This design comes from an exercise in tuning for small area, a short achievable clock period and few clock cycles per item on the open sky130 flow, not from production work. In this exercise RTL edits were held to simulation tests only and were not proved equivalent to the original. No activity file was given, so power comes from the tool's default toggle rates.

File: flow/fa_polarity.py
#!/usr/bin/env python3
"""Drop the inverters that synthesis leaves around adder cells in a flat sky130hd netlist.

Yosys's extract_fa often builds full adders on complemented signals and puts inverters
between them. A full adder is self-dual, FA(~a,~b,~c) = (~sum, ~carry), so any adder can
be computed in the complemented polarity; XOR/XNOR gates and half adders can absorb the
polarity of their inputs and give either polarity at their outputs by changing gate type
(xor2<->xnor2, and a half adder split into an xor/xnor gate and an and/nand/nor/or-type gate).
This script chooses a polarity for every adder (local search that minimises the number of
nets that still need an inverted copy), rewires, and keeps one inverter per net whose
complement is still needed. Registers, ports and all other cells are left as they are, so the
netlist is logically the same design with the same registers.

usage: fa_polarity.py IN.v OUT.v
"""
import random
import re
import sys

OUT_PINS = {"X", "Y", "Q", "Q_N", "SUM", "COUT", "HI", "LO"}
LIB = "sky130_fd_sc_hd__"


def parse(text):
    pat = re.compile(r"(sky130_fd_sc_hd__\w+)\s+(\S+)\s*\((.*?)\);", re.S)
    m = re.search(r"^\s*sky130_fd_sc_hd__\w+\s+\S+\s*\(", text, re.M)
    head, body = text[:m.start()], text[m.start():]
    end = body.rfind("endmodule")
    tail, body = body[end:], body[:end]
    cells = []
    for cm in pat.finditer(body):
        pins = [[pm.group(1), pm.group(2).strip()]
                for pm in re.finditer(r"\.(\w+)\(\s*(.*?)\s*\)\s*(?:,|$)", cm.group(3), re.S)]
        cells.append({"type": cm.group(1), "name": cm.group(2), "pins": pins})
    if pat.sub("", body).strip():
        raise SystemExit("fa_polarity: unexpected text between cells")
    return head, cells, tail


def kind(t):
    t = t[len(LIB):]
    if re.match(r"(clk)?inv_\d+$", t):
        return "inv"
    if re.match(r"fa_\d+$", t):
        return "fa"
    if re.match(r"ha_\d+$", t):
        return "ha"
    if re.match(r"x(n)?or2_\d+$", t):
        return "xor2"
    return "other"


def is_const(n):
    return re.match(r"^\d+'[bhd]", n) is not None


def main():
    head, cells, tail = parse(open(sys.argv[1]).read())
    outports = set()
    for m in re.finditer(r"^\s*output\s+(\[(\d+):(\d+)\]\s+)?(\S+);", head, re.M):
        if m.group(1):
            a, b = int(m.group(2)), int(m.group(3))
            outports.update(f"{m.group(4)}[{i}]" for i in range(min(a, b), max(a, b) + 1))
        else:
            outports.add(m.group(4))
    for c in cells:
        c["kind"] = kind(c["type"])
    driver, loads = {}, {}
    for ci, c in enumerate(cells):
        for pi, (p, n) in enumerate(c["pins"]):
            if p in OUT_PINS:
                driver[n] = (ci, p)
            else:
                loads.setdefault(n, []).append((ci, pi))

    adderish = {"fa", "ha", "xor2"}

    def dkind(n):
        d = driver.get(n)
        return cells[d[0]]["kind"] if d else None

    removable = set()
    for ci, c in enumerate(cells):
        if c["kind"] != "inv":
            continue
        pins = dict(c["pins"])
        a, y = pins["A"], pins["Y"]
        if y in outports or is_const(a) or y not in loads:
            continue
        if dkind(a) in adderish or any(cells[l[0]]["kind"] in adderish for l in loads[y]):
            removable.add(ci)

    def literal(n):
        par = 0
        for _ in range(8):
            d = driver.get(n)
            if d is None or d[0] not in removable:
                break
            n = dict(cells[d[0]]["pins"])["A"]
            par ^= 1
        return n, par

    # cells whose polarity we may change
    def fa_ok(ci):
        pins = dict(cells[ci]["pins"])
        return not any(is_const(pins[p]) for p in ("A", "B", "CIN")) and \
            pins["SUM"] not in outports and pins["COUT"] not in outports
    flippable = {ci for ci, c in enumerate(cells) if c["kind"] == "fa" and fa_ok(ci)}
    free_src = set()   # nets whose driver can give either polarity
    free_cells = set()
    for ci, c in enumerate(cells):
        if c["kind"] in ("xor2", "ha"):
            pins = dict(c["pins"])
            if any(is_const(pins[p]) for p in ("A", "B")):
                continue
            outs = [n for p, n in c["pins"] if p in OUT_PINS]
            if any(n in outports for n in outs):
                continue
            free_cells.add(ci)
            free_src.update(outs)

    # strict uses: (cell, pin index, src, parity); cell None for an output port
    strict, soft = [], []
    for ci, c in enumerate(cells):
        if ci in removable:
            continue
        for pi, (p, n) in enumerate(c["pins"]):
            if p in OUT_PINS or is_const(n):
                continue
            src, par = literal(n)
            (soft if ci in free_cells else strict).append((ci, pi, src, par))
    for n in outports:
        src, par = literal(n)
        if src != n:
            strict.append((None, n, src, par))
    by_src = {}
    for u in strict:
        by_src.setdefault(u[2], []).append(u)
    cell_srcs = {}
    for u in strict:
        if u[0] is not None:
            cell_srcs.setdefault(u[0], set()).add(u[2])

    flip = {ci: 0 for ci in flippable}

    def ph_fixed(n):
        d = driver.get(n)
        return flip.get(d[0], 0) if d else 0

    def wants(u):
        ci, _, src, par = u
        return par ^ (flip.get(ci, 0) if ci is not None else 0)

    def net_cost(n):
        us = by_src.get(n)
        if not us:
            return 0
        w = {wants(u) for u in us}
        if n in free_src:
            return 1 if len(w) == 2 else 0
        return 1 if (w - {ph_fixed(n)}) else 0

    def touched(ci):
        nets = set(cell_srcs.get(ci, ()))
        pins = dict(cells[ci]["pins"])
        nets.add(pins["SUM"])
        nets.add(pins["COUT"])
        return nets

    nets_all = list(by_src)
    before = sum(net_cost(n) for n in nets_all)
    rng = random.Random(1)
    order = sorted(flippable)
    best_cost, best_flip = before, dict(flip)
    for restart in range(6):
        if restart:
            for ci in order:
                flip[ci] = rng.randint(0, 1) if restart > 2 else best_flip[ci] ^ (rng.random() < 0.1)
        for _ in range(30):
            changed = False
            rng.shuffle(order)
            for ci in order:
                nets = touched(ci)
                c0 = sum(net_cost(n) for n in nets)
                flip[ci] ^= 1
                c1 = sum(net_cost(n) for n in nets)
                if c1 < c0 or (c1 == c0 and rng.random() < 0.3):
                    changed = changed or c1 < c0
                else:
                    flip[ci] ^= 1
            if not changed:
                break
        cost = sum(net_cost(n) for n in nets_all)
        if cost < best_cost:
            best_cost, best_flip = cost, dict(flip)
    flip.update(best_flip)

    # physical polarity of every source net
    phys = {}
    for n in set(by_src) | free_src:
        if n in free_src:
            us = by_src.get(n, [])
            w = [wants(u) for u in us]
            phys[n] = 1 if (w and sum(w) * 2 > len(w)) else 0
        else:
            phys[n] = ph_fixed(n)

    def ph(n):
        return phys.get(n, ph_fixed(n))

    inv_net, new_cells, new_wires = {}, [], []

    def inverted(n):
        if n not in inv_net:
            w = f"_fapol_{len(inv_net)}_"
            inv_net[n] = w
            new_wires.append(w)
            new_cells.append({"type": LIB + "inv_1", "name": f"_fapol_inv_{len(inv_net)}_",
                              "pins": [["A", n], ["Y", w]], "kind": "inv"})
        return inv_net[n]

    for u in strict:
        ci, pi, src, par = u
        need = wants(u) ^ ph(src)
        if ci is None:
            new_cells.append({"type": LIB + ("inv_1" if need else "buf_1"), "name": f"_fapol_port_{len(new_cells)}_",
                              "pins": [["A", src], ["Y" if need else "X", pi]], "kind": "other"})
        else:
            cells[ci]["pins"][pi][1] = inverted(src) if need else src
    # free cells: connect sources directly, fix gate types
    soft_by_cell = {}
    for (ci, pi, src, par) in soft:
        soft_by_cell.setdefault(ci, {})[cells[ci]["pins"][pi][0]] = (src, par ^ ph(src))
    replaced = {}
    for ci in free_cells:
        c = cells[ci]
        pins = dict(c["pins"])
        ins = soft_by_cell.get(ci, {})
        a, ia = ins.get("A", (pins["A"], 0))
        b, ib = ins.get("B", (pins["B"], 0))
        drive = c["type"].rsplit("_", 1)[1]
        if c["kind"] == "xor2":
            out = pins["X"] if "X" in pins else pins["Y"]
            k = 1 if "xnor" in c["type"] else 0
            kk = k ^ ia ^ ib ^ ph(out)
            t = "xnor2_" if kk else "xor2_"
            replaced[ci] = [{"type": LIB + t + drive, "name": c["name"],
                             "pins": [["A", a], ["B", b], ["Y" if kk else "X", out]]}]
        else:
            s, co = pins["SUM"], pins["COUT"]
            hs, hc = ph(s), ph(co)
            if not (ia or ib or hs or hc):
                c["pins"] = [["A", a], ["B", b], ["COUT", co], ["SUM", s]]
                continue
            sx = ia ^ ib ^ hs
            cs = [{"type": LIB + ("xnor2_1" if sx else "xor2_1"), "name": c["name"] + "_s",
                   "pins": [["A", a], ["B", b], ["Y" if sx else "X", s]]}]
            # carry = (a^ia) & (b^ib), delivered as carry ^ hc
            if ia == ib:
                if ia == 0:
                    t, p = ("nand2_1", "Y") if hc else ("and2_1", "X")
                else:
                    t, p = ("or2_1", "X") if hc else ("nor2_1", "Y")
                cs.append({"type": LIB + t, "name": c["name"] + "_c", "pins": [["A", a], ["B", b], [p, co]]})
            else:
                x, y = (a, b) if ia else (b, a)       # carry = ~x & y
                if hc:
                    cs.append({"type": LIB + "or2b_1", "name": c["name"] + "_c",
                               "pins": [["A", x], ["B_N", y], ["X", co]]})
                else:
                    cs.append({"type": LIB + "nor2b_1", "name": c["name"] + "_c",
                               "pins": [["A", x], ["B_N", y], ["Y", co]]})
            replaced[ci] = cs
    kept = []
    for ci, c in enumerate(cells):
        if ci in removable:
            continue
        kept.extend(replaced.get(ci, [c]))
    kept.extend(new_cells)
    out = [head.rstrip("\n")] + [f"  wire {w};" for w in new_wires]
    for c in kept:
        out.append(f"  {c['type']} {c['name']} (")
        out.append(",\n".join(f"    .{p}({n}{' ' if n.startswith(chr(92)) else ''})" for p, n in c["pins"]))
        out.append("  );")
    out.append(tail)
    open(sys.argv[2], "w").write("\n".join(out))
    sys.stderr.write(f"fa_polarity: {len(flippable)} adders ({sum(flip.values())} flipped), "
                     f"{len(free_cells)} xor/half-adder cells ({len(replaced)} retyped), "
                     f"inverters: {len(removable)} removed, {len(inv_net)} added; "
                     f"complemented nets {before} -> {best_cost}\n")


if __name__ == "__main__":
    main()
File: design.v
`timescale 1ns/1ns
module descriptor_dispatch #(
    parameter int MODEL_DEPTH = 16,
    parameter int MAX_OUT     = 3
) (
    input  logic        interface_clk,
    input  logic        rst,
    input  logic        i_load_valid,
    input  logic [72:0] i_load_word,    
    input  logic [1:0]  i_delivered,    
    output logic        o_load_ready,
    output logic [MODEL_DEPTH-1:0] o_wr_en,    
    output logic [63:0] o_wr_desc,
    output logic        o_query_v,      
    output logic [7:0]  o_word_id,
    output logic [63:0] o_word_desc,
    output logic [4:0]  o_model_count   
);
    localparam logic [4:0] FULL_COUNT = 5'(MODEL_DEPTH);
    logic        ready_q;
    logic        accept;
    logic        accept_q;
    logic        query_v;
    logic [7:0]  word_id;
    logic [63:0] word_desc;
    logic [4:0]  model_count;
    logic [MODEL_DEPTH-1:0] wr_slot;    
    logic        wr_model;
    logic        port_ptr;
    logic [1:0]  out_cnt [2];
    logic [1:0]  out_cnt_d [2];
    logic        port_ptr_d;
    assign o_load_ready = ready_q;
    assign accept       = i_load_valid & ready_q;
    assign accept_q     = accept & i_load_word[72];
    always_comb begin
        port_ptr_d = port_ptr ^ accept_q;
        for (int e = 0; e < 2; e++) begin
            out_cnt_d[e] = out_cnt[e] + 2'((accept_q && port_ptr == 1'(e)) ? 1 : 0)
                                      - 2'(i_delivered[e] ? 1 : 0);
        end
    end
    always_ff @(posedge interface_clk) begin
        if (rst) begin
            ready_q     <= 1'b1;
            query_v     <= 1'b0;
            port_ptr    <= 1'b0;
            out_cnt[0]  <= '0;
            out_cnt[1]  <= '0;
            model_count <= '0;
            wr_slot     <= MODEL_DEPTH'(1);
        end else begin
            ready_q     <= (out_cnt_d[port_ptr_d] != 2'(MAX_OUT));
            query_v     <= accept_q;
            port_ptr    <= port_ptr_d;
            out_cnt[0]  <= out_cnt_d[0];
            out_cnt[1]  <= out_cnt_d[1];
            if (wr_model && model_count != FULL_COUNT) begin
                model_count <= model_count + 1'b1;
                wr_slot     <= wr_slot << 1;
            end
        end
    end
    always_ff @(posedge interface_clk) begin
        word_id   <= i_load_word[71:64];
        word_desc <= i_load_word[63:0];
    end
    assign wr_model      = accept & ~i_load_word[72];
    assign o_wr_en       = {MODEL_DEPTH{wr_model}} & wr_slot;
    assign o_wr_desc     = i_load_word[63:0];
    assign o_query_v     = query_v;
    assign o_word_id     = word_id;
    assign o_word_desc   = word_desc;
    assign o_model_count = model_count;
endmodule
`timescale 1ns/1ns
module model_descriptor_memory #(
    parameter int MODEL_DEPTH = 16
) (
    input  logic                      interface_clk,
    input  logic [MODEL_DEPTH-1:0]    i_wr_en,     
    input  logic [63:0]               i_wr_desc,
    output logic [64*MODEL_DEPTH-1:0] o_models
);
    for (genvar i = 0; i < MODEL_DEPTH; i++) begin : g_entry
        always_ff @(posedge interface_clk) begin
            if (i_wr_en[i]) begin
                o_models[64*i +: 64] <= i_wr_desc;
            end
        end
    end
endmodule
`timescale 1ns/1ns
module bfm_min4 (
    input  logic [27:0] i_dist,    
    input  logic [3:1]  i_valid,   
    output logic [6:0]  o_dist,
    output logic [1:0]  o_index
);
    logic [6:0] d [4];
    logic b10, b20, b30, b21, b31, b32;
    logic w0, w1, w2, w3;
    always_comb begin
        for (int k = 0; k < 4; k++) d[k] = i_dist[7*k +: 7];
    end
    assign b10 = i_valid[1] & (d[1] < d[0]);
    assign b20 = i_valid[2] & (d[2] < d[0]);
    assign b30 = i_valid[3] & (d[3] < d[0]);
    assign b21 = i_valid[2] & (d[2] < d[1]);
    assign b31 = i_valid[3] & (d[3] < d[1]);
    assign b32 = i_valid[3] & (d[3] < d[2]);
    assign w0 = ~b10 & ~b20 & ~b30;
    assign w1 =  b10 & ~b21 & ~b31;
    assign w2 =  b20 &  b21 & ~b32;
    assign w3 =  b30 &  b31 &  b32;
    assign o_dist  = ({7{w0}} & d[0]) | ({7{w1}} & d[1]) | ({7{w2}} & d[2]) | ({7{w3}} & d[3]);
    assign o_index = {w2 | w3, w1 | w3};
endmodule
module memory_read_arbiter #(
    parameter int MODEL_DEPTH = 16
) (
    input  logic                     interface_clk,
    input  logic [7*MODEL_DEPTH-1:0] i_dist,
    input  logic [4:0]               i_model_count,
    output logic [3:0]               o_index,
    output logic [6:0]               o_dist
);
    localparam logic [6:0] NO_MODEL_DIST = 7'h7f;
    logic [6:0] d0 [8];
    logic       i0 [8];
    logic [6:0] d1 [4];
    logic [1:0] i1 [4];
    always_comb begin
        for (int j = 0; j < 8; j++) begin
            logic sel;
            sel   = (i_model_count > 5'(2*j+1)) && (i_dist[7*(2*j+1) +: 7] < i_dist[7*(2*j) +: 7]);
            d0[j] = sel ? i_dist[7*(2*j+1) +: 7] : i_dist[7*(2*j) +: 7];
            i0[j] = sel;
        end
        for (int g = 0; g < 4; g++) begin
            logic sel;
            sel   = (i_model_count > 5'(4*g+2)) && (d0[2*g+1] < d0[2*g]);
            d1[g] = sel ? d0[2*g+1] : d0[2*g];
            i1[g] = sel ? {1'b1, i0[2*g+1]} : {1'b0, i0[2*g]};
        end
    end
    logic [6:0] d1_q [4];
    logic [1:0] i1_q [4];
    logic [3:1] v_q;
    logic       none_q;
    always_ff @(posedge interface_clk) begin
        for (int g = 0; g < 4; g++) begin
            d1_q[g] <= d1[g];
            i1_q[g] <= i1[g];
        end
        v_q    <= {i_model_count > 5'd12, i_model_count > 5'd8, i_model_count > 5'd4};
        none_q <= (i_model_count == 5'd0);
    end
    logic [6:0] d2;
    logic [1:0] i2;
    bfm_min4 u_min2 (
        .i_dist  ({d1_q[3], d1_q[2], d1_q[1], d1_q[0]}),
        .i_valid (v_q),
        .o_dist  (d2),
        .o_index (i2)
    );
    always_comb begin
        o_index = {i2, i1_q[i2]};
        o_dist  = none_q ? NO_MODEL_DIST : d2;
    end
endmodule
`timescale 1ns/1ns
module match_engine (
    input  logic        interface_clk,
    input  logic [63:0] i_query_desc,
    input  logic [63:0] i_model_desc,
    output logic [6:0]  o_dist
);
    logic [63:0] diff;
    logic [19:0] part_d;
    logic [19:0] part_q;
    logic [6:0]  dist_d;
    assign diff = i_query_desc ^ i_model_desc;
    for (genvar g = 0; g < 4; g++) begin : g_pc
        bfm_popcount13 u_pc (.a(diff[13*g +: 13]), .y(part_d[4*g +: 4]));
    end
    bfm_popcount12 u_pc4 (.a(diff[63:52]), .y(part_d[19:16]));
    bfm_sum5x4 u_sum (
        .a0 (part_q[3:0]),
        .a1 (part_q[7:4]),
        .a2 (part_q[11:8]),
        .a3 (part_q[15:12]),
        .a4 (part_q[19:16]),
        .y  (dist_d)
    );
    always_ff @(posedge interface_clk) begin
        part_q <= part_d;
        o_dist <= dist_d;
    end
endmodule
module bfm_popcount13 (
    input  logic [12:0] a,
    output logic [3:0] y
);
    logic s1, c2, s3, c4, s5, c6, s7, c8, s9, c10, s11, c12, s13, c14, s15, c16, s17, c18, s19, c20;
    assign {c2, s1} = a[0] + a[1] + a[2];
    assign {c4, s3} = a[3] + a[4] + a[5];
    assign {c6, s5} = a[6] + a[7] + a[8];
    assign {c8, s7} = a[9] + a[10] + a[11];
    assign {c10, s9} = a[12] + s1 + s3;
    assign {c12, s11} = s5 + s7 + s9;
    assign {c14, s13} = c2 + c4 + c6;
    assign {c16, s15} = c8 + c10 + s13;
    assign {c18, s17} = c12 + s15;
    assign {c20, s19} = c14 + c16 + c18;
    assign y[0] = s11;   
    assign y[1] = s17;   
    assign y[2] = s19;   
    assign y[3] = c20;   
endmodule
module bfm_popcount12 (
    input  logic [11:0] a,
    output logic [3:0] y
);
    logic s1, c2, s3, c4, s5, c6, s7, c8, s9, c10, s11, c12, s13, c14, s15, c16, s17, c18, s19, c20;
    assign {c2, s1} = a[0] + a[1] + a[2];
    assign {c4, s3} = a[3] + a[4] + a[5];
    assign {c6, s5} = a[6] + a[7] + a[8];
    assign {c8, s7} = a[9] + a[10] + a[11];
    assign {c10, s9} = s1 + s3 + s5;
    assign {c12, s11} = s7 + s9;
    assign {c14, s13} = c2 + c4 + c6;
    assign {c16, s15} = c8 + c10 + s13;
    assign {c18, s17} = c12 + s15;
    assign {c20, s19} = c14 + c16 + c18;
    assign y[0] = s11;   
    assign y[1] = s17;   
    assign y[2] = s19;   
    assign y[3] = c20;   
endmodule
module bfm_sum5x4 (
    input  logic [3:0] a0, input  logic [3:0] a1, input  logic [3:0] a2, input  logic [3:0] a3, input  logic [3:0] a4,
    output logic [6:0] y
);
    logic s1, c2, s3, c4, s5, c6, s7, c8, s9, c10, s11, c12, s13, c14, s15, c16, s17, c18, s19, c20, s21, c22, s23, c24;
    assign {c2, s1} = a0[0] + a1[0] + a2[0];
    assign {c4, s3} = a3[0] + a4[0] + s1;
    assign {c6, s5} = a0[1] + a1[1] + a2[1];
    assign {c8, s7} = a3[1] + a4[1] + c2;
    assign {c10, s9} = s5 + c4 + s7;
    assign {c12, s11} = a0[2] + a1[2] + a2[2];
    assign {c14, s13} = a3[2] + a4[2] + c6;
    assign {c16, s15} = s11 + c8 + s13;
    assign {c18, s17} = a0[3] + a1[3] + a2[3];
    assign {c20, s19} = a3[3] + a4[3] + c12;
    assign {c22, s21} = s17 + c14 + s19;
    assign {c24, s23} = c18 + c20 + c22;
    assign y = {1'b0, c24, s23, c16, c10, s9, s3} + {1'b0, 1'b0, 1'b0, s21, s15, 1'b0, 1'b0};   
endmodule
`timescale 1ns/1ns
module brute_force_matcher (
    input  logic        interface_clk,
    input  logic        rst,
    input  logic        i_load_valid,
    input  logic [72:0] i_load_word,     
    input  logic [1:0]  i_match_ready,
    output logic        o_load_ready,
    output logic [1:0]  o_match_valid,
    output logic [37:0] o_match          
);
    localparam int MODEL_DEPTH = 16;
    logic [MODEL_DEPTH-1:0]    wr_en;
    logic [63:0]               wr_desc;
    logic                      q0_v;
    logic [7:0]                q0_id;
    logic [63:0]               word_desc;
    logic [4:0]                q0_cnt;
    logic [64*MODEL_DEPTH-1:0] models;
    logic [7*MODEL_DEPTH-1:0]  dists;
    logic [1:0]                delivered;
    assign delivered = o_match_valid & i_match_ready;
    descriptor_dispatch #(
        .MODEL_DEPTH (MODEL_DEPTH),
        .MAX_OUT     (3)
    ) u_dispatch (
        .interface_clk (interface_clk),
        .rst           (rst),
        .i_load_valid  (i_load_valid),
        .i_load_word   (i_load_word),
        .i_delivered   (delivered),
        .o_load_ready  (o_load_ready),
        .o_wr_en       (wr_en),
        .o_wr_desc     (wr_desc),
        .o_query_v     (q0_v),
        .o_word_id     (q0_id),
        .o_word_desc   (word_desc),
        .o_model_count (q0_cnt)
    );
    model_descriptor_memory #(
        .MODEL_DEPTH (MODEL_DEPTH)
    ) u_memory (
        .interface_clk (interface_clk),
        .i_wr_en       (wr_en),
        .i_wr_desc     (wr_desc),
        .o_models      (models)
    );
    for (genvar i = 0; i < MODEL_DEPTH; i++) begin : g_engine
        match_engine u_engine (
            .interface_clk (interface_clk),
            .i_query_desc  (word_desc),
            .i_model_desc  (models[64*i +: 64]),
            .o_dist        (dists[7*i +: 7])
        );
    end
    logic       q1_v, q2_v, q3_v;
    logic [7:0] q1_id, q2_id, q3_id;
    logic [4:0] q1_cnt, q2_cnt;
    always_ff @(posedge interface_clk) begin
        if (rst) begin
            q1_v <= 1'b0;
            q2_v <= 1'b0;
            q3_v <= 1'b0;
        end else begin
            q1_v <= q0_v;
            q2_v <= q1_v;
            q3_v <= q2_v;
        end
    end
    always_ff @(posedge interface_clk) begin
        q1_id  <= q0_id;
        q2_id  <= q1_id;
        q3_id  <= q2_id;
        q1_cnt <= q0_cnt;
        q2_cnt <= q1_cnt;
    end
    logic [3:0] best_index;
    logic [6:0] best_dist;
    memory_read_arbiter #(
        .MODEL_DEPTH (MODEL_DEPTH)
    ) u_select (
        .interface_clk (interface_clk),
        .i_dist        (dists),
        .i_model_count (q2_cnt),
        .o_index       (best_index),
        .o_dist        (best_dist)
    );
    logic        res_port;
    logic [18:0] res;
    assign res = {q3_id, best_index, best_dist};
    always_ff @(posedge interface_clk) begin
        if (rst) begin
            res_port <= 1'b0;
        end else if (q3_v) begin
            res_port <= ~res_port;
        end
    end
    for (genvar e = 0; e < 2; e++) begin : g_port
        logic        push;
        logic        pop;
        logic        out_free;
        logic        moved;
        logic        out_v;
        logic [18:0] out_d;
        logic        s0_v, s1_v;
        logic [18:0] s0_d, s1_d;
        assign push     = q3_v & (res_port == 1'(e));
        assign pop      = out_v & i_match_ready[e];
        assign out_free = ~out_v | pop;
        assign moved    = out_free & s0_v;
        always_ff @(posedge interface_clk) begin
            if (rst) begin
                out_v <= 1'b0;
                s0_v  <= 1'b0;
                s1_v  <= 1'b0;
            end else begin
                out_v <= ~out_free | s0_v | push;
                if (moved) begin
                    s0_v <= s1_v | push;
                    s1_v <= s1_v & push;
                end else if (!(out_free && push)) begin
                    s0_v <= s0_v | push;
                    s1_v <= s1_v | (s0_v & push);
                end
            end
        end
        always_ff @(posedge interface_clk) begin
            if (out_free) begin
                out_d <= s0_v ? s0_d : res;
            end
            if (moved || !s0_v) begin
                s0_d <= (moved && s1_v) ? s1_d : res;
            end
            if (push) begin
                s1_d <= res;
            end
        end
        assign o_match_valid[e]   = out_v;
        assign o_match[19*e +: 19] = out_d;
    end
endmodule
File: standard.sh
#!/bin/bash
# synth_recipe.tcl (not shown) runs the flow's synth.tcl, then flattens the netlist and writes it again
# the make line also repeats each setting of config.mk as NAME=value (left out here)
make -C /OpenROAD-flow-scripts/flow DESIGN_CONFIG=/design/flow/config.mk WORK_HOME=/design/flow/orfs CLKGATE_MAP_FILE= SYNTH_SCRIPT=/design/flow/synth_recipe.tcl "${@:-finish}"
File: constraint.sdc
create_clock -name core_clock -period 9.5 [get_ports {interface_clk}]
set_input_delay 1.9000 -clock core_clock [delete_from_list [all_inputs] [get_ports {interface_clk}]]
set_output_delay 1.9000 -clock core_clock [all_outputs]
set_load 0.01 [all_outputs]
File: flow/run.sh
#!/bin/bash
# Layout flow: the standard synthesis, then a netlist clean-up of adder polarities
# (flow/fa_polarity.py: drops the inverters synthesis leaves between adder cells; registers
# and all other cells unchanged), then the standard ORFS steps from floorplan to finish,
# with the timing repair aimed below the clock period (SETUP_SLACK_MARGIN) and every
# port buffered with buf_4.
set -euo pipefail
MARGIN=6.2
R=orfs/results/sky130hd/brute_force_matcher/base
bash standard.sh synth > make_synth.log 2>&1
cp $R/1_2_yosys.v $R/1_2_yosys_std.v
python3 flow/fa_polarity.py $R/1_2_yosys_std.v $R/1_2_yosys.v > fa_polarity.log 2>&1
rm -f $R/1_synth.odb $R/1_synth.sdc
bash standard.sh SETUP_SLACK_MARGIN=$MARGIN "BUFFER_PORTS_ARGS=-buffer_cell sky130_fd_sc_hd__buf_4" finish > make_finish.log 2>&1
File: config.mk
export PLATFORM = sky130hd
export DESIGN_NAME = brute_force_matcher
export DESIGN_NICKNAME = brute_force_matcher
export VERILOG_FILES = /design/flow/design.v
export SDC_FILE = /design/flow/constraint.sdc
export NUM_CORES = 4
export LEC_CHECK = 0
export ABC_CLOCK_PERIOD_IN_PS = 3000
export CAP_MARGIN = 20
export CORE_MARGIN = 2
export CORE_UTILIZATION = 40
export CTS_CLUSTER_DIAMETER = 60
export CTS_CLUSTER_SIZE = 24
export PLACE_DENSITY = 0.75
export SETUP_SLACK_MARGIN = 5
export SLEW_MARGIN = 20
export TNS_END_PERCENT = 100
==> results of run 1 <==
[power groups by stage]
stage | Combinational [W] | Sequential [W] | Clock [W]
final | 0.0120 | 0.0107 | 0.00525
after floorplan | 0.00727 | 0.0102 | 0
after global routing | 0.0132 | 0.0108 | 0.00559
after CTS | 0.0117 | 0.0107 | 0.00530
after detailed placement | 0.0116 | 0.0109 | 0
after global placement | 0.0111 | 0.0109 | 0
[per-layer routing]
metal  vias up  wire (µm)
li1      17300          -
met1     21400      82300
met2      1588     101000
met3       347      15900
met4         4       9290
met5         -         22
[layout by cell type (no fill, tap or decap), types with 10 or more instances in the layout]
cell / n
xnor2_1: 413
buf_6: 25
clkbuf_16: 111
edfxtp_1: 1138
nor3b_1: 10
o31ai_1: 16
nor2b_1: 131
and2_4: 18
mux2_2: 66
clkinv_8: 11
a21oi_1: 66
inv_1: 131
mux2i_1: 37
clkbuf_1: 14
o21ai_0: 19
dfxtp_1: 581
nor3_1: 18
a211oi_1: 10
buf_4: 190
nand2_1: 132
ha_1: 103
a21o_1: 18
dfxtp_4: 21
dfxtp_2: 14
nand4_1: 10
nor2_1: 85
fa_1: 912
inv_6: 21
or2_1: 11
xor2_1: 787
mux2i_2: 13
[critical path: stages]
cell     delay, ps
buf_4           90
nand2_2         60
nor2_4         640
and2_4         390
buf_4          610
[final cells by class]
type / instances / area [µm²] / share of cell area
inverter: 133 / 503 / 0.00547
clock inverter: 78 / 958 / 0.0104
multi-input combinational: 3023 / 35600 / 0.388
tap: 2704 / 3380 / 0.0368
sequential: 1754 / 46600 / 0.507
antenna: 2 / 5.00 / 0.0000544
timing repair buffer: 227 / 1930 / 0.0210
clock buffer: 130 / 2890 / 0.0314
[sequential cells by signal, indices dropped and copies added (netlist names), 2 cells and up]
name and count:
u_select.i1_q 8, g_engine.u_engine.part_q 320, g_port.s1_v 2, g_engine.u_engine.o_dist 112
q3_id 8, g_port.out_v 2, u_dispatch.word_desc 64, q1_id 8
g_port.s1_d 38, q2_cnt 5, u_select.v_q 3, q2_id 8
u_dispatch.word_id 8, u_memory.o_models 1024, g_port.s0_v 2, u_dispatch.wr_slot 16
u_dispatch.model_count 5, g_port.out_d 38, g_port.s0_d 38, u_select.d1_q 28
u_dispatch.out_cnt 4, q1_cnt 5
[metrics by stage]
stage / util / std cells
6_report: 0.445 / 8051
5_1_grt: 0.445 / 8049
4_1_cts: 0.442 / 8018
3_5_place_dp: 0.422 / 7791
3_3_place_gp: 0.422 / 7791
2_1_floorplan: - / 5066
[repair_timing]
action | 4_1_cts | 5_1_grt
pin swaps | 11 | 18
cloned | 4 | 1
setup endpoints to repair | 1192 | 769
hold buffers | 0 | 0
setup buffers | 15 | 29
resized for setup | 69 | 82
[how the worst min path moves through the flow]
stage / start / end / slack [ps] / cells after the start
3_3_place_gp: q1_id[2] / q2_id[2] / 310 / 0
2_1_floorplan: u_dispatch.word_id[0] / q1_id[0] / 310 / 0
5_1_grt: u_dispatch.word_id[2] / q1_id[2] / 340 / 0
6_report: u_dispatch.word_id[0] / q1_id[0] / 330 / 0
4_1_cts: q2_id[1] / q3_id[1] / 340 / 0
3_5_place_dp: u_dispatch.word_id[2] / q1_id[2] / 310 / 0
==> impl_metrics.env, run 1 <==
export IMPL_core_area_mm2=0.206
export IMPL_cap_violations=0
export IMPL_max_slew_margin_rel=0.210
export IMPL_syn_avg_cell_area_um2=16.4
export IMPL_use_met2=0.331
export IMPL_drc=0
export IMPL_hold_slack_ps=331
export IMPL_detail_route_vias_per_cell=5.05
export IMPL_place_area_mm2=0.0871
export IMPL_io_pins=119
export IMPL_period_minus_slack_ps=3460
export IMPL_worstPathArrival_ps=3890
export IMPL_reg2reg_depth=14
export IMPL_ir_drop_uv=295
export IMPL_dieArea_mm2=0.211
export IMPL_fmax_ghz=0.289
export IMPL_syn_nets=6159
export IMPL_p_sw_frac=0.394
export IMPL_rsz0062_at_grt="true"
export IMPL_cts_clk_slew_worst_paths_ps=90
export IMPL_grt_overflow_total=0
export IMPL_fin_tns_setup_ps=0
export IMPL_fin_area_mm2=0.0919
export IMPL_cts_num_sinks=1754
export IMPL_seq_power_share=0.384
export IMPL_dp_slack_ps=5030
export IMPL_port_buffers=118
export IMPL_areaGrowthSynthToFinish_pct=10.9
export IMPL_total_power_w=0.0280
export IMPL_drv_slew=0
export IMPL_intPower_w=0.0170
export IMPL_drive_gt1_frac=0.115
export IMPL_grt_pass1_wl_um=297000
export IMPL_final_antenna_net_count=0
export IMPL_grt_start_max_net_pins=65
export IMPL_yosys_warnings=15
export IMPL_skew_ps=98.6
export IMPL_wirelength_um=209000
export IMPL_dieHeight_um=459
export IMPL_worstSetupEndpoint="u_memory.o_models[807]"
export IMPL_start_kind="primary input"
export IMPL_root_buffer="clkbuf_16"
export IMPL_clk_latency_ps=800
export IMPL_crit_path_start="i_load_valid"
export IMPL_finalNetCount=6341
export IMPL_p_leak_nw=33.1
export IMPL_fillers=17700
export IMPL_routabilityCongestion=0.944
export IMPL_detailed_place_hpwl_um=144000
export IMPL_post_drt_wl_per_cell_um=26.0
export IMPL_r2r_end="u_select.d1_q[0][4]"
export IMPL_hp_class="register to register"
export IMPL_grt_antenna_before_repair=6
export IMPL_period_share=0.364
export IMPL_start_util=0.401
export IMPL_cts_buffers=109
export IMPL_htree_levels=3
export IMPL_cts_tree="done"
export IMPL_syn_area_mm2=0.0828
export IMPL_hold_viol=0
export IMPL_p_comb_frac=0.429
export IMPL_timing_rr_start="g_engine[1].u_engine.o_dist[4]"
export IMPL_clk_path_buf_depth=3
export IMPL_grt_pass1_vias=42800
export IMPL_grt_use_met3=0.0376
export IMPL_top_usage_layer="met2"
export IMPL_firstDrtPassIters=5
export IMPL_setup_violations=0
export IMPL_dieWidth_um=459
export IMPL_cp_max_fo=51
export IMPL_crit_type="primary input to register"
export IMPL_rows=167
export IMPL_use_met1=0.258
export IMPL_tightest_slew_ps=1180
export IMPL_status="no timing/DRC/antenna violations"
export IMPL_power_density_mw_per_mm2=304
export IMPL_grt_usage=0.199
export IMPL_clkPwrFrac=0.188
export IMPL_r2r_slack_ps=6260
export IMPL_worst_slack_ps=6040
export IMPL_drt_initial_drc_count=4005
export IMPL_p_sw_w=0.0110
export IMPL_synthCells=5066
export IMPL_vias=40700
export IMPL_critPathCaptureType="register"
export IMPL_required_ps=9920
Testbench counts, summed over its fixed seeds: cycles 1,360, queries 1,024.
==> run 2: changes to the inputs <==
--- a/config.mk
+++ b/config.mk
@@ -13,3 +13,2 @@
 export CTS_CLUSTER_SIZE = 24
-export PLACE_DENSITY = 0.75
 export SETUP_SLACK_MARGIN = 5
==> impl_metrics.env, run 2 <==
export IMPL_status="no timing/DRC/antenna violations"
export IMPL_cap_violations=0
export IMPL_place_area_mm2=0.0871
export IMPL_core_area_mm2=0.206
export IMPL_yosys_warnings=15
export IMPL_crit_path_start="i_load_valid"
export IMPL_largest_reg_flops=1024
export IMPL_dieWidth_um=459
export IMPL_biggestRegsByFlops="u_memory.o_models x1024, g_engine.u_engine.part_q x320, g_engine.u_engine.o_dist x112"
export IMPL_setup_violations=0
export IMPL_final_antenna_net_count=0
export IMPL_grt_start_max_net_pins=65
export IMPL_dieHeight_um=459
export IMPL_finalNetCount=6396
export IMPL_syn_nets=6159
export IMPL_syn_area_mm2=0.0828
export IMPL_cp_max_fo=64
export IMPL_fin_area_mm2=0.0932
export IMPL_ir_drop_uv=260
export IMPL_drt_initial_drc_count=3608
export IMPL_cts_num_sinks=1754
export IMPL_cts_hold_buf=0
export IMPL_post_drt_wl_per_cell_um=26.9
export IMPL_grt_pass1_vias=41200
export IMPL_vias=39800
export IMPL_drc=0
export IMPL_power_density_mw_per_mm2=308
export IMPL_routabilityCongestion=0.927
export IMPL_firstDrtPassIters=5
export IMPL_areaGrowthSynthToFinish_pct=12.5
export IMPL_total_power_w=0.0287
export IMPL_dp_slack_ps=4880
export IMPL_grt_pass1_wl_um=306000
export IMPL_period_share=0.349
export IMPL_io_pins=119
export IMPL_detail_route_vias_per_cell=4.90
export IMPL_grt_overflow_total=0
export IMPL_root_buffer="clkbuf_16"
export IMPL_p_comb_frac=0.419
export IMPL_seq_power_share=0.371
export IMPL_final_cell_mix="1,138 x edfxtp_1, 911 x fa_1, 787 x xor2_1"
export IMPL_timing_rr_start="u_dispatch.word_desc[58]"
export IMPL_intPower_w=0.0176
export IMPL_clk_latency_ps=800
export IMPL_clk_path_buf_depth=3
export IMPL_fmax_ghz=0.302
export IMPL_tightest_slew_ps=1160
export IMPL_layout_commonest_cell="edfxtp_1"
export IMPL_rsz0062_at_grt="true"
export IMPL_detailed_place_hpwl_um=150000
export IMPL_hold_start="q1_id[6]"
export IMPL_cp_slowest_cell="and2_4"
export IMPL_drv_slew=0
export IMPL_critPathMaxStageDelay_ps=920
export IMPL_port_buffers=118
export IMPL_worst_slack_ps=6180
export IMPL_wirelength_um=218000
export IMPL_grt_usage=0.208
export IMPL_grt_antenna_before_repair=2
export IMPL_largest_register="u_memory.o_models"
export IMPL_htree_levels=4
export IMPL_dieArea_mm2=0.211
export IMPL_synthCells=5066
export IMPL_period_minus_slack_ps=3320
export IMPL_clkPwrFrac=0.210
export IMPL_critPathCaptureType="register"
export IMPL_max_slew_margin_rel=0.225
export IMPL_p_leak_nw=33.8
export IMPL_rows=167
export IMPL_fin_tns_setup_ps=0
export IMPL_crit_type="primary input to register"
export IMPL_hold_viol=0
export IMPL_worstPathCellList="buf_4, nand2_2, nor2_4, and2_4"
export IMPL_cts_buffers=132
export IMPL_p_sw_frac=0.387
export IMPL_cts_tree="done"
export IMPL_start_util=0.401
export IMPL_hp_class="register to register"
export IMPL_start_kind="primary input"
export IMPL_cts_clk_slew_worst_paths_ps=80
export IMPL_worstPathArrival_ps=3700
export IMPL_required_ps=9890
export IMPL_skew_ps=37.8
export IMPL_syn_avg_cell_area_um2=16.4
export IMPL_p_sw_w=0.0111
export IMPL_drive_gt1_frac=0.128
==> run 2: metrics by stage <==
| stage | hold slack, ps | util | cells |
|---|---|---|---|
| 2_1_floorplan | 310 | - | 5066 |
| 3_3_place_gp | 313 | 0.422 | 7798 |
| 3_5_place_dp | 312 | 0.422 | 7798 |
| 4_1_cts | 324 | 0.447 | 8057 |
| 5_1_grt | 325 | 0.452 | 8118 |
| 6_report | 321 | 0.452 | 8121 |
==> run 2: layout make-up <==
type,count,area [µm²]
Fill cell,17900,113000
Sequential cell,1754,46600
Multi-Input combinational cell,3020,35700
Clock buffer,154,3620
Tap cell,2704,3380
Timing Repair Buffer,262,2380
Clock inverter,91,1060
Inverter,133,503
Antenna cell,3,7.51
==> run 2: routing by layer <==
layer | global-route usage | vias to the layer above | routed length (µm)
met5 | 0 | - | 27
met4 | 0.0478 | 4 | 4970
met3 | 0.0333 | 219 | 12200
met2 | 0.349 | 1039 | 108000
met1 | 0.285 | 21100 | 93300
li1 | - | 17400 | -
==> run 2: worst max-delay path: cells and delay by family <==
| family | cells | cell delay, ps |
|---|---|---|
| buffers and inverters | 1 | 90 |
| and+or+nand+nor | 3 | 1520 |
==> run 2: path summary, 6_finish.rpt <==
kind,slack [ps],to,cells after the start
worst max-delay path,6180,u_memory.o_models[752],4
worst min-delay path,320,q2_id[6],0
worst max register to register,6290,g_engine[4].u_engine.part_q[18],8
worst min register to register,320,q2_id[6],0
==> run 2: what timing repair did <==
| action | 4_1_cts | 5_1_grt |
|---|---|---|
| gates cloned | 0 | 1 |
| buffers inserted | 14 | 58 |
| pin swaps | 5 | 14 |
| setup endpoints to repair | 1101 | 299 |
| gates resized for setup | 98 | 104 |
==> run 2: power by group through the flow <==
stage / Sequential (W) / Clock, W / Combinational [W]
2_1_floorplan: 0.0102 / 0 / 0.00727
3_3_place_gp: 0.0108 / 0 / 0.0116
3_5_place_dp: 0.0109 / 0 / 0.0117
4_1_cts: 0.0107 / 0.00619 / 0.0119
5_1_grt: 0.0108 / 0.00648 / 0.0133
6_report: 0.0107 / 0.00605 / 0.0120
==> run 3: changes to the inputs <==
--- a/flow/run.sh
+++ b/flow/run.sh
@@ -7,3 +7,3 @@
 set -euo pipefail
-MARGIN=6.2
+MARGIN=6.3
 R=orfs/results/sky130hd/brute_force_matcher/base
==> impl_metrics.env, run 3 <==
export IMPL_seq_power_share=0.368
export IMPL_cp_slowest_cell="edfxtp_1"
export IMPL_synthCells=5066
export IMPL_finalNonFillerCells=8171
export IMPL_rsz0062_at_grt="true"
export IMPL_detailed_place_hpwl_um=152000
export IMPL_areaGrowthSynthToFinish_pct=13.9
export IMPL_dieHeight_um=459
export IMPL_wirelength_um=220000
export IMPL_grt_pass1_wl_um=307000
export IMPL_status="no timing/DRC/antenna violations"
export IMPL_critPathMaxStageDelay_ps=440
export IMPL_cts_tree="done"
export IMPL_grt_usage=0.209
export IMPL_grt_overflow_total=0
export IMPL_final_antenna_net_count=0
export IMPL_layout_commonest_cell="edfxtp_1"
export IMPL_start_util=0.401
export IMPL_largest_register="u_memory.o_models"
export IMPL_syn_area_mm2=0.0828
export IMPL_intPower_w=0.0177
export IMPL_clkPwrFrac=0.211
export IMPL_cp_max_fo=1
export IMPL_grt_antenna_before_repair=3
export IMPL_largest_reg_flops=1024
export IMPL_root_buffer="clkbuf_16"
export IMPL_syn_avg_cell_area_um2=16.4
export IMPL_clk_latency_ps=820
export IMPL_start_kind="register"
export IMPL_vias=40300
export IMPL_drt_initial_drc_count=3724
export IMPL_drv_slew=0
export IMPL_place_area_mm2=0.0871
export IMPL_cts_num_sinks=1754
export IMPL_worst_slack_ps=6210
export IMPL_crit_type="register to output pin"
export IMPL_critPathCaptureType="output pin"
export IMPL_yosys_warnings=15
export IMPL_rows=167
export IMPL_r2r_slack_ps=6330
export IMPL_fin_tns_setup_ps=0
export IMPL_cts_buffers=136
export IMPL_setup_violations=0
export IMPL_biggestRegsByFlops="u_memory.o_models x1024, g_engine.u_engine.part_q x320, g_engine.u_engine.o_dist x112"
export IMPL_dieWidth_um=459
export IMPL_cts_clk_slew_worst_paths_ps=90
export IMPL_io_pins=119
export IMPL_fmax_ghz=0.304
export IMPL_detail_route_vias_per_cell=4.93
export IMPL_p_leak_nw=34.3
export IMPL_p_sw_w=0.0115
export IMPL_dp_slack_ps=5210
export IMPL_finalNetCount=6443
export IMPL_worstPathArrival_ps=1390
export IMPL_firstDrtPassIters=5
export IMPL_final_cell_mix="1,138 x edfxtp_1, 904 x fa_1, 783 x xor2_1"
export IMPL_routabilityCongestion=0.930
export IMPL_htree_levels=4
export IMPL_tightest_slew_ps=1150
export IMPL_post_route_util=0.457
export IMPL_drc=0
export IMPL_drive_gt1_frac=0.145
export IMPL_dieArea_mm2=0.211
export IMPL_hp_class="register to register"
export IMPL_ir_drop_uv=343
export IMPL_syn_nets=6159
export IMPL_hold_viol=0
export IMPL_clk_path_buf_depth=3
export IMPL_cap_violations=0
export IMPL_p_sw_frac=0.394
export IMPL_p_comb_frac=0.421
export IMPL_post_drt_wl_per_cell_um=26.9
export IMPL_power_density_mw_per_mm2=310
export IMPL_period_minus_slack_ps=3290
export IMPL_grt_start_max_net_pins=65
export IMPL_worstPathCellList="buf_6"
export IMPL_fin_area_mm2=0.0943
export IMPL_skew_ps=45.2
export IMPL_required_ps=7600
export IMPL_period_share=0.346
export IMPL_port_buffers=118
export IMPL_max_slew_margin_rel=0.231
export IMPL_numPlacedInstances=7793
export IMPL_critPathBufInv=1
export IMPL_grt_pass1_vias=41500
export IMPL_core_area_mm2=0.206
export IMPL_cp_top_family="flip-flops"
run 3: cell type report:
| class | instances | area [µm²] |
|---|---|---|
| diodes | 1 | 2.50 |
| clock buffers | 155 | 3640 |
| clock inverters | 99 | 1190 |
| fillers | 17800 | 112000 |
| inverters | 133 | 503 |
| multi-input cells | 3022 | 36000 |
| flip-flops and latches | 1754 | 46600 |
| well taps | 2704 | 3380 |
| repair buffers | 303 | 2990 |
run 3: metal layers:
metal / wire [µm] / part of all wire / global-route usage / vias to the layer above
met3: 13200 / 0.060 / 0.0353 / 236
met5: 0 / 0 / 0 / -
met4: 5870 / 0.027 / 0.0563 / 0
met2: 107000 / 0.49 / 0.345 / 1209
met1: 93800 / 0.43 / 0.285 / 21300
li1: - / - / - / 17500
run 3: worst paths after layout:
kind / startpoint / to / cells after the start
max reg2reg: g_engine[0].u_engine.part_q[2] / g_engine[0].u_engine.o_dist[5] / 7
max: g_port[0].out_d[10] / o_match[10] / 1
min reg2reg: q2_id[6] / q3_id[6] / 0
min: q2_id[6] / q3_id[6] / 0
run 3: metrics by stage:
step / hold slack [ps] / power (W)
3_3_place_gp: 312 / 0.0225
2_1_floorplan: 310 / 0.0175
5_1_grt: 339 / 0.0310
3_5_place_dp: 312 / 0.0228
6_report: 325 / 0.0293
4_1_cts: 332 / 0.0291
run 3: power by group through the flow:
stage / clock network (W) / registers, W / logic, W
after global placement: 0 / 0.0109 / 0.0116
after global routing: 0.00658 / 0.0108 / 0.0135
final: 0.00618 / 0.0108 / 0.0123
after detailed placement: 0 / 0.0110 / 0.0118
after CTS: 0.00631 / 0.0108 / 0.0120
after floorplan: 0 / 0.0102 / 0.00728
run 3: timing repair:
item / CTS / global route
cloned: 2 / 3
hold buffers: 0 / 0
pin swaps: 12 / 26
resized for setup: 157 / 134
setup buffers: 37 / 79
setup endpoints to repair: 766 / 860
==> run 4: changes to the inputs <==
--- a/flow/run.sh
+++ b/flow/run.sh
@@ -7,3 +7,3 @@
 set -euo pipefail
-MARGIN=6.3
+MARGIN=6.2
 R=orfs/results/sky130hd/brute_force_matcher/base
--- a/config.mk
+++ b/config.mk
@@ -8,3 +8,3 @@
 export ABC_CLOCK_PERIOD_IN_PS = 3000
-export CAP_MARGIN = 20
+export CAP_MARGIN = 5
 export CORE_MARGIN = 2
@@ -14,3 +14,3 @@
 export SETUP_SLACK_MARGIN = 5
-export SLEW_MARGIN = 20
+export SLEW_MARGIN = 5
 export TNS_END_PERCENT = 100
==> impl_metrics.env, run 4 <==
export IMPL_status="no timing/DRC/antenna violations"
export IMPL_routabilityCongestion=0.927
export IMPL_final_antenna_net_count=0
export IMPL_drt_initial_drc_count=3344
export IMPL_place_area_mm2=0.0871
export IMPL_grt_usage=0.207
export IMPL_worstSetupEndpoint="u_memory.o_models[451]"
export IMPL_finalNetCount=6383
export IMPL_synthCells=5066
export IMPL_worstPathArrival_ps=3750
export IMPL_period_minus_slack_ps=3350
export IMPL_wirelength_um=217000
export IMPL_dp_slack_ps=4860
export IMPL_grt_overflow_total=0
export IMPL_max_slew_margin_rel=0.203
export IMPL_timing_rr_start="u_dispatch.word_desc[43]"
export IMPL_post_drt_wl_per_cell_um=26.8
export IMPL_dieWidth_um=459
export IMPL_firstDrtPassIters=5
export IMPL_cts_buffers=133
export IMPL_biggestRegsByFlops="u_memory.o_models x1024, g_engine.u_engine.part_q x320, g_engine.u_engine.o_dist x112"
export IMPL_tightest_slew_ps=1200
export IMPL_detail_route_vias_per_cell=4.88
export IMPL_detailed_place_hpwl_um=149000
export IMPL_power_density_mw_per_mm2=309
export IMPL_drv_slew=0
export IMPL_drc=0
export IMPL_grt_antenna_before_repair=1
export IMPL_critPathCaptureType="register"
export IMPL_syn_area_mm2=0.0828
export IMPL_port_buffers=118
export IMPL_areaGrowthSynthToFinish_pct=12.2
export IMPL_required_ps=9890
export IMPL_clk_latency_ps=780
export IMPL_skew_ps=39.3
export IMPL_setup_violations=0
export IMPL_worst_slack_ps=6150
export IMPL_total_power_w=0.0287
export IMPL_grt_start_max_net_pins=65
export IMPL_hp_class="register to register"
export IMPL_fmax_ghz=0.298
export IMPL_syn_nets=6159
export IMPL_hold_viol=0
export IMPL_layout_commonest_cell="edfxtp_1"
export IMPL_finalNonFillerCells=8109
export IMPL_period_share=0.353
export IMPL_largest_reg_flops=1024
export IMPL_grt_pass1_wl_um=305000
export IMPL_cts_clk_slew_worst_paths_ps=70
export IMPL_cp_max_fo=64
export IMPL_io_pins=119
export IMPL_r2r_end="g_engine[13].u_engine.part_q[14]"
export IMPL_dieHeight_um=459
export IMPL_drive_gt1_frac=0.126
export IMPL_reg2reg_depth=7
export IMPL_p_leak_nw=33.7
export IMPL_rows=167
export IMPL_core_area_mm2=0.206
export IMPL_r2r_slack_ps=6270
export IMPL_rsz0062_at_grt="true"
export IMPL_cap_violations=0
export IMPL_ir_drop_uv=250
export IMPL_grt_pass1_vias=41400
export IMPL_final_cell_mix="1,138 x edfxtp_1, 911 x fa_1, 787 x xor2_1"
export IMPL_root_buffer="clkbuf_16"
export IMPL_crit_path_start="i_load_valid"
export IMPL_fin_tns_setup_ps=0
export IMPL_syn_avg_cell_area_um2=16.4
export IMPL_largest_register="u_memory.o_models"
export IMPL_yosys_warnings=15
export IMPL_clk_path_buf_depth=3
export IMPL_fin_area_mm2=0.0930
export IMPL_dieArea_mm2=0.211
export IMPL_crit_type="primary input to register"
export IMPL_numPlacedInstances=7798
export IMPL_htree_levels=4
export IMPL_start_util=0.401
export IMPL_vias=39600
export IMPL_cts_tree="done"
export IMPL_start_kind="primary input"
export IMPL_cts_num_sinks=1754
run 4: worst min path at each step:
stage	from	end	slack, ps	cells past startpoint
detailed placement	q2_id[1]	q3_id[1]	310	0
finish	q2_id[6]	q3_id[6]	330	0
CTS	q2_id[6]	q3_id[6]	330	0
global route	q2_id[7]	q3_id[7]	330	0
floorplan	u_dispatch.word_id[0]	q1_id[0]	310	0
global placement	q2_id[6]	q3_id[6]	310	0
run 4: per-layer routing:
metal	GRT usage	vias up	wire length (µm)
met3	0.0360	221	12000
li1	-	17400	-
met4	0.0522	2	5590
met2	0.346	968	107000
met1	0.281	21000	93100
met5	0	-	13
run 4: what timing repair did:
item	in CTS	in global routing
gates resized for setup	97	84
hold buffers	0	0
setup buffers	13	48
endpoints found under the setup margin	1082	419
pin swaps	5	8
run 4: cell type report:
cell class | instances | area [µm²]
Sequential cell | 1754 | 46600
Clock inverter | 95 | 1130
Fill cell | 17800 | 113000
Clock buffer | 152 | 3600
Inverter | 133 | 503
Tap cell | 2704 | 3380
Timing Repair Buffer | 249 | 2160
Antenna cell | 3 | 7.51
Multi-Input combinational cell | 3019 | 35600
run 4: worst max-delay path: stages:
cell and delay (ps):
buf_4 90, nand2_2 60, nor2_4 540, and2_4 970
run 4: stage by stage:
step                 util  hold WS, ps
floorplan               -          310
CTS                 0.447          334
global route        0.450          333
finish              0.450          330
detailed placement  0.422          312
global placement    0.422          313
run 4: power by group:
part / switching (W) / total, W / internal, W
clock: 0.00304 / 0.00610 / 0.00306
combinational: 0.00691 / 0.0120 / 0.00507
sequential: 0.00120 / 0.0107 / 0.00945
total: 0.0112 / 0.0287 / 0.0176

## static timing again, ports no longer ideal
The flow's constraints put no driver on any port. The routed layouts listed below were extracted and timed again, unchanged, in two steps. Step 1 (the two cells are an assumption about what drives the block):
set clk [get_ports {interface_clk}]
set_driving_cell -lib_cell sky130_fd_sc_hd__clkbuf_16 $clk
set_driving_cell -lib_cell sky130_fd_sc_hd__buf_2 [delete_from_list [all_inputs] $clk]
Step 2, shift: input delay + t, output delay - t, t = (earliest + latest rising clock arrival at the registers) / 2. This alone moves slack from input paths to output paths. Slacks: ideal ports / drivers / drivers and shift; pairs: ideal ports / drivers.
run | shift t [ns] | setup WS [ns] | worst setup path at the end | worst register clock-pin slew, ns | cell pins on the clock port's net
run 1 | 0.838 | 6.039 / 6.096 / 5.258 | input to register | 0.10 / 0.10 | 1
run 2 | 0.869 | 6.185 / 6.138 / 5.379 | input to register | 0.09 / 0.09 | 1
run 3 | 0.880 | 6.209 / 6.126 / 5.479 | input to register | 0.09 / 0.09 | 1
run 4 | 0.861 | 6.149 / 6.147 / 5.351 | input to register | 0.10 / 0.10 | 1
After both steps setup and hold are still met in every run listed. For run 2, which loses most, drivers alone change the setup slack by -0.047 ns; drivers and shift together by -0.806 ns.
